This is an optimization exercise on Yosys and OpenROAD, whose aim is small area, a short achievable clock period and few clock cycles per item, not a production implementation. In this exercise RTL edits were held to simulation tests only and were not proved equivalent to the original. Power figures rest on the tool's default switching activity, not on a simulated workload.

## sparse_batch_accum
module sparse_batch_accum #(
  parameter int DATA_W = sparse_batch_accum_pkg::DATA_W,
  parameter int RES_W  = sparse_batch_accum_pkg::RES_W,
  parameter int IDX_W  = sparse_batch_accum_pkg::IDX_W,
  parameter int BATCH  = sparse_batch_accum_pkg::BATCH
) (
  input  logic              clk,
  input  logic              rst,
  input  logic              in_valid,
  output logic              in_ready,
  input  logic [DATA_W-1:0] in_data,
  input  logic [DATA_W-1:0] in_weight,
  input  logic [IDX_W-1:0]  in_idx,
  input  logic              in_last,
  output logic              out_valid,
  input  logic              out_ready,
  output logic [RES_W-1:0]  out_data,
  output logic [IDX_W-1:0]  out_idx,
  output logic              out_last,
  output logic [sparse_batch_accum_pkg::bw(BATCH+1)-1:0] sample_cnt
  , output logic            sat_flag
);
clock: 8.0 ns
lec_check: 0
cap_margin: 20
core_margin: 2
core_utilization: 55
cts_cluster_diameter: 80
cts_cluster_size: 25
setup_slack_margin: 5
slew_margin: 20
standard.sh (not shown) runs the stock make flow with config.mk's settings and CLKGATE_MAP_FILE= SYNTH_SCRIPT=/design/flow/synth_recipe.tcl, a recipe that flattens the netlist after the stock synthesis.
==> flow/flow/run.sh <==
#!/bin/bash
set -euo pipefail
bash standard.sh SETUP_SLACK_MARGIN=5.4 finish > flow_standard.log 2>&1
Testbench counts at the start, summed over its fixed seeds: cycles 5,290, items 4,650.
Change:
--- a/flow/design.v
+++ b/flow/design.v
@@ -454,23 +454,23 @@
       out_last <= 1'b0;
     end else if (handshake) begin
       out_idx  <= out_idx + 1'b1;
       out_last <= (out_idx == IDX_W'(NACC - 2));
     end
   end
   always_ff @(posedge clk or posedge rst) begin
     if (rst) begin
       sat_flag <= 1'b0;
     end else if (done) begin
       sat_flag <= 1'b0;
-    end else if (s2_valid && (s2_sat_p || s2_sat_n)) begin
+    end else if (s1_valid && add_ovf) begin
       sat_flag <= 1'b1;
     end
   end
   always_ff @(posedge clk) begin
     i_idx    <= in_idx;
     i_data   <= in_data;
     i_weight <= in_weight;
   end
   sparse_mul_csa u_mul (.a(i_data), .b(i_weight), .row0(fin_x0), .row1(fin_x1));
   always_ff @(posedge clk) begin
     m_idx <= m_idx_nxt;
The changed run ran to the end with no violations.
Wire length is lower by 2.5%.
Total power went down by 4.1%.
Worst setup slack loses 0.078 ns.
Sequential cell count does not change.
Via count is lower by 1.6%.
Final area falls by 0.52%.
Critical path depth rose by 10.
Testbench counts after the change, summed over its fixed seeds: cycles 5,290, items 4,650.


oak:
RTL: one of the versions met above, not the one the previous note started from.
Size: roughly 1900 cells after synthesis, about 700 flip-flops.
Settings: LEC_CHECK=0, CAP_MARGIN=20, CORE_MARGIN=2, CORE_UTILIZATION=55, CTS_CLUSTER_DIAMETER=80, CTS_CLUSTER_SIZE=25, SETUP_SLACK_MARGIN=5, SLEW_MARGIN=20; clock period 8.0 ns.
==> flow/flow/run.sh <==
#!/bin/bash
set -euo pipefail
bash standard.sh SETUP_SLACK_MARGIN=5.3 finish > flow_standard.log 2>&1
Testbench counts of oak, summed over its fixed seeds: cycles 5,290, items 4,650.
diff inputs: oak => pine
diff --git a/flow/design.v b/flow/design.v
--- a/flow/design.v
+++ b/flow/design.v
@@ -453,25 +453,25 @@
       out_idx  <= '0;
       out_last <= 1'b0;
     end else if (handshake) begin
       out_idx  <= out_idx + 1'b1;
       out_last <= (out_idx == IDX_W'(NACC - 2));
     end
   end
   always_ff @(posedge clk or posedge rst) begin
     if (rst) begin
       sat_flag <= 1'b0;
     end else if (done) begin
       sat_flag <= 1'b0;
-    end else if (s1_valid && add_ovf) begin
+    end else if (s2_valid && (s2_sat_p || s2_sat_n)) begin
       sat_flag <= 1'b1;
     end
   end
   always_ff @(posedge clk) begin
     i_idx    <= in_idx;
     i_data   <= in_data;
     i_weight <= in_weight;
   end
   sparse_mul_csa u_mul (.a(i_data), .b(i_weight), .row0(fin_x0), .row1(fin_x1));
   always_ff @(posedge clk) begin
     m_idx <= m_idx_nxt;
     m_x0  <= fin_x0;
Notes after the runs:
pine vs. oak: first-pass GRT wire length went up by 680 um; critical path depth went down by 10. Of pine and oak, it is pine that has the higher detailed-routing wirelength on met1. Mean cell area of the mapped netlist sits lower in pine than in oak. Post-detailed-placement cell area (pine vs. oak) increases slightly.
Testbench counts of pine, summed over its fixed seeds: cycles 5,290, items 4,650.

-- separate check: timing with driven ports --
How much do the figures lean on ideal ports? The routed layouts below were timed once more, with nothing changed but the port constraints. Step 1 (the two cells are an assumption about what drives the block):
set clk [get_ports {clk}]
set_driving_cell -lib_cell sky130_fd_sc_hd__clkbuf_16 $clk
set_driving_cell -lib_cell sky130_fd_sc_hd__buf_2 [delete_from_list [all_inputs] $clk]
Step 2 moves the port delays by t, midway between the first and last clock arrival at a register: inputs arrive t later, outputs are due t later. That takes back most of the time a late clock gives input paths. Three values: ideal ports, drivers, drivers and shift; two values: the first two.
| run | t, ns | slack for setup (ns) | hold slack, ns | worst register clock-pin slew, ns |
|---|---|---|---|---|
| the first run of note 1 | 0.645 | 5.251 / 5.191 / 4.895 | 0.363 / 0.363 / 0.363 | 0.10 / 0.10 |
| the second run of note 1 | 0.641 | 5.173 / 5.125 / 4.890 | 0.360 / 0.360 / 0.360 | 0.10 / 0.10 |
| oak | 0.652 | 5.113 / 5.107 / 4.742 | 0.357 / 0.357 / 0.357 | 0.10 / 0.10 |
| pine | 0.632 | 5.270 / 5.213 / 4.740 | 0.358 / 0.358 / 0.358 | 0.10 / 0.10 |
After both steps every run listed still meets setup and hold. For pine, which loses most, drivers alone change the setup slack by -0.057 ns; drivers and shift together by -0.530 ns.
